What follows belongs to an exercise in optimizing a design on an open flow for small area, a short achievable clock period and few clock cycles; a production flow would make more cautious choices. The RTL was checked by simulation tests, not by an equivalence proof against the original design. Power and IR drop assume default switching activity.

== v40 ==
==> flow/design.v (excerpt) <==
module l1_dcache_top (
    input  logic        clk,
    input  logic        arst_n,
    input  logic        cpu_valid,
    output logic        cpu_ready,
    input  logic        cpu_op,
    input  logic [31:0] cpu_addr,
    input  logic [31:0] cpu_wdata,
    output logic        rsp_valid,
    output logic [31:0] rsp_rdata,
    output logic        lv2_req_valid,
    input  logic        lv2_req_ready,
    output logic        lv2_req_op,
    output logic [31:0] lv2_addr,
    output logic [31:0] lv2_wdata,
    input  logic        lv2_rsp_valid,
    input  logic [31:0] lv2_rsp_rdata
);
Size: roughly 10000 cells after synthesis, about 2800 flip-flops, ~120000 sq um of cells after synthesis.
make LEC_CHECK=0 ABC_AREA=1 CAP_MARGIN=20 CORE_MARGIN=2 CORE_UTILIZATION=55 CTS_CLUSTER_DIAMETER=100 CTS_CLUSTER_SIZE=22 SETUP_SLACK_MARGIN=4.5 SLEW_MARGIN=20 finish   # period 8.0 ns
run.sh (not shown) runs the stock make flow with config.mk's settings and CLKGATE_MAP_FILE= SYNTH_SCRIPT=/design/flow/synth_recipe.tcl, a recipe that flattens the netlist after the stock synthesis.
Testbench counts of v40, summed over its fixed seeds: cycles 22,924.
Input-level comparison between v32 and v40:
# v40
export LEC_CHECK = 0
export ABC_AREA = 1
export CAP_MARGIN = 20
export CORE_MARGIN = 2
export CORE_UTILIZATION = 55
export CTS_CLUSTER_DIAMETER = 100
export CTS_CLUSTER_SIZE = 22
export SETUP_SLACK_MARGIN = 4.5
export SLEW_MARGIN = 20
create_clock -name core_clock -period 8.0 [get_ports {clk}]
# v32
export LEC_CHECK = 0
export ABC_CLOCK_PERIOD_IN_PS = 2500
export CAP_MARGIN = 20
export CORE_MARGIN = 2
export CORE_UTILIZATION = 55
export SETUP_SLACK_MARGIN = 4.5
export SLEW_MARGIN = 20
create_clock -name core_clock -period 8.0 [get_ports {clk}]
==> notes.md <==
v32 did not stop at any stage, and its layout met the timing, DRC and antenna checks.
For v40, the largest family of logic cells by synthesized area was simple AND/OR/NAND/NOR gates, unlike v32, where it was multiplexers.
Relative to v40, fraction of the mapped netlist area in compound gates decreased by 8.0 points in v32.
v40 → v32: final period demand of the worst path picked up an extra 0.11 ns, number of stages on the worst setup path grew by 6, cell area after layout grew by 3.1%, post-placement cell area saw a decrease.
A last element of the critical path of rq_data[5][26] is what v40 shows, while rq_cnt[1] belongs to v32.
As of v32, routed wire length had fallen by a little under 10% compared to v40.
Compared with v40, v32 instantiates a smaller number of standard cells.
Diff v40 -> v32 | area after synthesis | decrease of 1.7%
Cell with the biggest individual delay on the critical path = sky130_fd_sc_hd__fa_1: v32; cell with the biggest individual delay on the critical path = sky130_fd_sc_hd__o21ai_2: v40
The run with more setup slack is v40; v32 has less.
> inputs changed (v32 -> v1)
# v32
export LEC_CHECK = 0
export ABC_CLOCK_PERIOD_IN_PS = 2500
export CAP_MARGIN = 20
export CORE_MARGIN = 2
export CORE_UTILIZATION = 55
export SETUP_SLACK_MARGIN = 4.5
export SLEW_MARGIN = 20
create_clock -name core_clock -period 8.0 [get_ports {clk}]
# v1
export LEC_CHECK = 0
export ABC_AREA = 1
export CAP_MARGIN = 20
export CORE_MARGIN = 2
export CORE_UTILIZATION = 55
export CTS_CLUSTER_DIAMETER = 100
export CTS_CLUSTER_SIZE = 30
export SETUP_SLACK_MARGIN = 4.5
export SLEW_MARGIN = 20
create_clock -name core_clock -period 8.0 [get_ports {clk}]
Notes after the runs:
v32 ended up with fewer cell instances than v1 did.
Reported for v32 and v1, count of hold-fix buffers inserted at cts turned out identical to the last digit.
v1 has completed all stages; timing, DRC and antenna checks passed.
v1 vs. v32: ratio of final minimum period to clock period went down by 1.6 points.
Re worst reg-to-reg path cell count: v32 and v1 aren't equal, and the higher value belongs to v32.
Measured against each other, v32 and v1 differ in setup slack, the lower figure coming from v32.
v1 vs v32 on length of routed met3 wiring: v1 is the higher one.
Comparing v32 and v1, critical path required time is lower on v1.
Max freq v32 -> v1: improved
v1 vs v32, total design power went down by 10%.
v1 against v32; number of multi-input logic gates is up by more than half.
Summary: with v32 as the reference, post-detailed-route wirelength per cell in v1 moved down by more than 10%.
## Diff of input files: v38 against v1
# v1
export LEC_CHECK = 0
export ABC_AREA = 1
export CAP_MARGIN = 20
export CORE_MARGIN = 2
export CORE_UTILIZATION = 55
export CTS_CLUSTER_DIAMETER = 100
export CTS_CLUSTER_SIZE = 30
export SETUP_SLACK_MARGIN = 4.5
export SLEW_MARGIN = 20
create_clock -name core_clock -period 8.0 [get_ports {clk}]
# v38
export LEC_CHECK = 0
export ABC_AREA = 1
export CAP_MARGIN = 20
export CORE_MARGIN = 2
export CORE_UTILIZATION = 65
export CTS_CLUSTER_DIAMETER = 100
export CTS_CLUSTER_SIZE = 22
export SETUP_SLACK_MARGIN = 4.5
export SLEW_MARGIN = 20
create_clock -name core_clock -period 8.0 [get_ports {clk}]
Results
Diff v1 and v38: sequential share of layout area lower in v1. Any difference in count of multi-input combinational gates between v38 and v1 is small enough to ignore. From v1 to v38 the numbers moved as follows: met2 layer wire length in the routed design down 3.7%, pre-CTS setup slack dropped 0.25 ns, clock skew decreased by 0.031 ns relative to the old numbers, number of cell rows went down 14. [compare] base=v1 new=v38: relative area of clock buffers and inverters in the final design increased 0.60 points, TritonCTS buffer count increased about 34%. Summary: maximum VDD drop, v38 worse than v1.
--- input diff v38..v49 ---
# v38
export LEC_CHECK = 0
export ABC_AREA = 1
export CAP_MARGIN = 20
export CORE_MARGIN = 2
export CORE_UTILIZATION = 65
export CTS_CLUSTER_DIAMETER = 100
export CTS_CLUSTER_SIZE = 22
export SETUP_SLACK_MARGIN = 4.5
export SLEW_MARGIN = 20
create_clock -name core_clock -period 8.0 [get_ports {clk}]
# v49
export LEC_CHECK = 0
export ABC_CLOCK_PERIOD_IN_PS = 2500
export CAP_MARGIN = 20
export CORE_MARGIN = 2
export CORE_UTILIZATION = 55
export SETUP_SLACK_MARGIN = 5
export SLEW_MARGIN = 20
create_clock -name core_clock -period 8.0 [get_ports {clk}]
==> comparison <==
Cmp v49 vs v38: final weighted congestion in routability-driven placement lower in v49. Signed area change from the synthesized netlist to the final layout ends up lower on v38. Of v38 and v49, v38 shows the higher power share of the combinational group, with v49 below it. Going from v38 to v49, final design instance area without fill went up 11000 sq um; core occupancy in the finished layout -5.3 points; worst-case setup margin in the final layout now smaller; number of distinct standard cells referenced by the synthesized netlist went up 24; number of nets in the layout lost 3003. On sequential cell area in the final layout, v38 and v49 are neck and neck. | area of combinational cells with multiple inputs | v49 vs v38 | about 10% higher |.
Setup changes, v49 to v17
# v49
export LEC_CHECK = 0
export ABC_CLOCK_PERIOD_IN_PS = 2500
export CAP_MARGIN = 20
export CORE_MARGIN = 2
export CORE_UTILIZATION = 55
export SETUP_SLACK_MARGIN = 5
export SLEW_MARGIN = 20
create_clock -name core_clock -period 8.0 [get_ports {clk}]
# v17
export LEC_CHECK = 0
export ABC_AREA = 1
export CAP_MARGIN = 20
export CORE_MARGIN = 2
export CORE_UTILIZATION = 55
export SETUP_SLACK_MARGIN = 4.5
export SLEW_MARGIN = 20
create_clock -name core_clock -period 8.0 [get_ports {clk}]
Combined area of the multi-input logic cells: v17 vs v49 down 8.8%. Taking v49 as the reference point, the maximum number of pins on one net before global-route repair of v17 rises by 81. Number of non-clock buffers in the layout: v17 vs v49 down about 18%.

-- static timing again, ports no longer ideal --
In the flow no input, the clock included, has a driving cell. The finished layouts below were timed again as built, in two steps.
Step 1, drivers: a clkbuf_16 drives clk and a buf_2 each remaining input, both assumed.
Step 2 adds t to the input delays and takes it off the output delays; t is the mean of the earliest and latest rising clock arrival at the registers after step 1. Input paths then give back, and output paths get back, about the clock's delay inside the block.
Three values: no drivers, after step 1, after step 2; two values: the first two.
| run | shift t [ns] | setup WS [ns] | hold slack, ns | worst register clock-pin slew, ns |
|---|---|---|---|---|
| v40 | 0.950 | 4.474 / 4.416 / 3.687 | 0.404 / 0.404 / 0.404 | 0.10 / 0.10 |
| v32 | 1.022 | 4.363 / 4.363 / 3.950 | 0.414 / 0.414 / 0.414 | 0.07 / 0.07 |
| v1 | 0.926 | 4.491 / 4.411 / 3.694 | 0.416 / 0.416 / 0.416 | 0.12 / 0.12 |
| v38 | 0.931 | 4.416 / 4.416 / 3.711 | 0.425 / 0.425 / 0.425 | 0.11 / 0.11 |
| v49 | 1.013 | 4.345 / 4.345 / 3.844 | 0.419 / 0.419 / 0.419 | 0.07 / 0.07 |
| v17 | 1.008 | 4.508 / 4.460 / 3.658 | 0.419 / 0.419 / 0.419 | 0.07 / 0.07 |
After both steps every run listed still meets setup and hold. For v17, which loses most, drivers alone change the setup slack by -0.048 ns; drivers and shift together by -0.850 ns.
